This is an optimization exercise on Yosys and OpenROAD, whose aim is a short achievable clock period and few clock cycles, not a production implementation. In this exercise RTL edits were held to simulation tests only and were not proved equivalent to the original. Power and IR drop assume default switching activity.

Design cache_l1, start of the top module:
module cache_l1 (
    input  logic        clk,
    input  logic        rst_n,
    input  logic        cpu_req,
    input  logic        cpu_write,
    input  logic [31:0] cpu_addr,
    input  logic [31:0] cpu_wdata,
    output logic        cpu_ack,
    output logic [31:0] cpu_rdata,
    output logic        mem_req,
    output logic        mem_write,
    output logic [31:0] mem_addr,
    output logic [31:0] mem_wdata,
    input  logic        mem_ack,
    input  logic [31:0] mem_rdata
);
    logic [31:0] data_arr [0:63];    
    logic [23:0] tag_arr  [0:7];
    logic [7:0]  valid;
    logic        idle;      
    logic        fill;      
    logic        wr;        
    logic [2:0]  cnt;       
    logic        dw_en;     
    logic [5:0]  dw_sel;
    logic [31:0] dw_data;
    logic [2:0]  a_idx;
    logic [5:0]  a_wsel;
    logic        hit;
    logic        accept;
    logic        beat;
    assign a_idx  = cpu_addr[7:5];
    assign a_wsel = cpu_addr[7:2];
    assign hit    = valid[a_idx] && (tag_arr[a_idx] == cpu_addr[31:8]);
    assign accept = idle && cpu_req;
    assign beat   = mem_req && mem_ack;
    always_ff @(posedge clk or negedge rst_n) begin
        if (!rst_n) begin
            idle    <= 1'b1;
            fill    <= 1'b0;
            wr      <= 1'b0;
            cpu_ack <= 1'b0;
            mem_req <= 1'b0;
            dw_en   <= 1'b0;
            valid   <= '0;
        end else begin
            dw_en <= 1'b0;
            if (accept) begin
                idle <= 1'b0;
                if (cpu_write) begin
                    wr      <= 1'b1;
                    mem_req <= !mem_ack;
                    dw_en   <= hit;
                end else if (hit) begin
                    cpu_ack <= 1'b1;
                end else begin
                    fill    <= 1'b1;
                    mem_req <= !mem_ack;
                end
            end
            if (wr || fill) begin
                if (beat) begin
                    mem_req <= 1'b0;
                end else if (!mem_req && !mem_ack) begin
                    mem_req <= 1'b1;
                end
            end
            if (wr && beat) begin
                wr      <= 1'b0;
                cpu_ack <= 1'b1;
            end
            if (fill && beat) begin
  ...
Size: ~3,800 cells after synthesis, about 2,400 flip-flops, about 200 I/O pins.
clock: 5.0 ns
lec_check: 0
cap_margin: 20
core_margin: 2
core_utilization: 40
slew_margin: 20
run.sh (not shown) runs the stock make flow with config.mk's settings and CLKGATE_MAP_FILE= SYNTH_SCRIPT=/design/flow/synth_recipe.tcl, a recipe that flattens the netlist after the stock synthesis.
The baseline ran to the end with no violations.
Testbench counts at the start, summed over its fixed seeds: cycles 91,480.
==> next run, changes <==
Settings changed: ABC_CLOCK_PERIOD_IN_PS from default to 2000, CORE_UTILIZATION 40 to 60, CTS_CLUSTER_DIAMETER from default to 60, CTS_CLUSTER_SIZE from default to 30, SETUP_SLACK_MARGIN from default to 2.7.
After rerunning: The new run went through all stages and came out clean; total power goes down by 7.4%; wire length goes up by 1.8%; register-to-register slack gets better by 690 ps; fmax goes up by 12%.


## v51
cache_l1, a different RTL version from the one above (not shown whole).
For scale: about 5400 cells after synthesis, about 2500 flip-flops, ~0.099 mm² of cells after synthesis.
Settings: LEC_CHECK=0, ABC_CLOCK_PERIOD_IN_PS=2000, CAP_MARGIN=20, CORE_MARGIN=2, CORE_UTILIZATION=55, SETUP_SLACK_MARGIN=2.8, SLEW_MARGIN=20; clock period 5.0 ns.
standard.sh (not shown) runs the stock make flow with config.mk's settings and CLKGATE_MAP_FILE= SYNTH_SCRIPT=/design/flow/synth_recipe.tcl, a recipe that flattens the netlist after the stock synthesis.
==> flow/flow/run.sh <==
#!/bin/bash
# Standard layout, except that:
# - the port buffers are plain buffers, and the resizer may pick any cell of
#   the right function (not only the same footprint), so that the port
#   buffers can be sized for speed;
# - the clock tree uses larger sink clusters (fewer, shorter buffer stages);
# - synthesis does not use the slow 4-input mux cells (added to the
#   platform's own don't-use list).
set -o pipefail
cfg="DESIGN_CONFIG=$PWD/config.mk WORK_HOME=$PWD/orfs_print"
dont_use=$(make -s -C "$FLOW_HOME" $cfg print-DONT_USE_CELLS 2>print_dont_use.log | sed -n 's/^DONT_USE_CELLS: //p')
rm -rf orfs_print
echo "DONT_USE_CELLS from the platform: $dont_use" > dont_use.log
bash standard.sh MATCH_CELL_FOOTPRINT=0 \
  "BUFFER_PORTS_ARGS=-buffer_cell sky130_fd_sc_hd__buf_4" \
  "CTS_ARGS=-sink_clustering_enable -repair_clock_nets -sink_clustering_size 30 -sink_clustering_max_diameter 100" \
  "DONT_USE_CELLS=$dont_use sky130_fd_sc_hd__mux4_1 sky130_fd_sc_hd__mux4_2 sky130_fd_sc_hd__mux4_4" \
  finish > standard.log 2>&1
v51: no failed stages, no open violations at the end
Testbench counts of v51, summed over its fixed seeds: cycles 91,480.
> inputs changed (v51 -> v23)
# v51
export LEC_CHECK = 0
export ABC_CLOCK_PERIOD_IN_PS = 2000
export CAP_MARGIN = 20
export CORE_MARGIN = 2
export CORE_UTILIZATION = 55
export SETUP_SLACK_MARGIN = 2.8
export SLEW_MARGIN = 20
create_clock -name core_clock -period 5.0 [get_ports {clk}]
# v23
export LEC_CHECK = 0
export ABC_CLOCK_PERIOD_IN_PS = 2000
export CAP_MARGIN = 20
export CORE_MARGIN = 2
export CORE_UTILIZATION = 50
export SETUP_SLACK_MARGIN = 2.8
export SLEW_MARGIN = 20
create_clock -name core_clock -period 5.0 [get_ports {clk}]
Findings:
v23 reports a lower post-CTS setup buffer count than v51 does.
The number of global-route vias before repair number comes out higher for v51 vs v23.
Going from v51 to v23, the setup slack was found to have gone down by 24 ps.
v51 has lower total number of tap cells than v23.
The final-layout fill cell count in v23 sits 19% above the value recorded for v51.
Comparing the two runs side by side, v23 comes out behind v51 on clock skew.
v23 and v51 ended up with roughly the same final cell area excluding filler cells.
Changes observed in v23 relative to v51: power share of the combinational group moved down; clock power shows no meaningful change.
Inputs modified between v23 and v55:
# v23
export LEC_CHECK = 0
export ABC_CLOCK_PERIOD_IN_PS = 2000
export CAP_MARGIN = 20
export CORE_MARGIN = 2
export CORE_UTILIZATION = 50
export SETUP_SLACK_MARGIN = 2.8
export SLEW_MARGIN = 20
create_clock -name core_clock -period 5.0 [get_ports {clk}]
# v55
export LEC_CHECK = 0
export ABC_CLOCK_PERIOD_IN_PS = 2000
export CAP_MARGIN = 20
export CORE_MARGIN = 2
export CORE_UTILIZATION = 50
export SETUP_SLACK_MARGIN = 2.8
export SLEW_MARGIN = 20
export TNS_END_PERCENT = 5
create_clock -name core_clock -period 5.0 [get_ports {clk}]
Results
STATUS setup slack: v55 loses against v23. The number of gates on the worst path with buffers counted reported for v55 is smaller than that of v23 by 3. Against v23, v55 reports a total routed wire length on the met1 layer that is higher. Max routed wire length across v23 and v55: v55. Max weighted congestion at the end of routability-driven global placement across v23 and v55: v55. Number of detailed-routing iterations run before antenna repair: v55 vs v23 up 2. Arrival time at the worst endpoint ends up lower on v23. Per the comparison of v55 with v23, fraction of the core area covered by cells at the end of the flow now smaller, worst hold slack now larger, overall fraction of global-route tracks in use comparable. Total number of vias, v23 and v55, lower one = v55.

[re-timing with driven ports]
The results above use ideal ports. As a check the final layouts listed here were re-extracted and re-timed, cells and wires unchanged.
Step 1, drivers: a clkbuf_16 drives clk and a buf_2 each remaining input, both assumed.
Step 2, shift: input delay + t, output delay - t, t = (earliest + latest rising clock arrival at the registers) / 2. This alone moves slack from input paths to output paths.
a / b / c = no drivers / after step 1 / after step 2; a / b = the first two.
run	t (ns)	slack for setup (ns)	hold WS [ns]	worst data-port slew with drivers (ns)
the first run of note 1	0.957	1.786 / 1.709 / 0.988	0.454 / 0.454 / 0.454	0.28
the second run of note 1	0.874	2.123 / 2.034 / 1.160	0.470 / 0.470 / 0.470	0.32
v51	0.870	2.517 / 2.344 / 1.474	0.065 / 0.002 / 0.476	0.28
v23	0.867	2.493 / 2.235 / 1.368	0.069 / 0.010 / 0.472	0.36
v55	0.855	2.446 / 2.147 / 1.292	0.073 / 0.008 / 0.470	0.44
After both steps every run listed still meets setup and hold. For v55, which loses most, drivers alone change the setup slack by -0.299 ns; drivers and shift together by -1.154 ns.
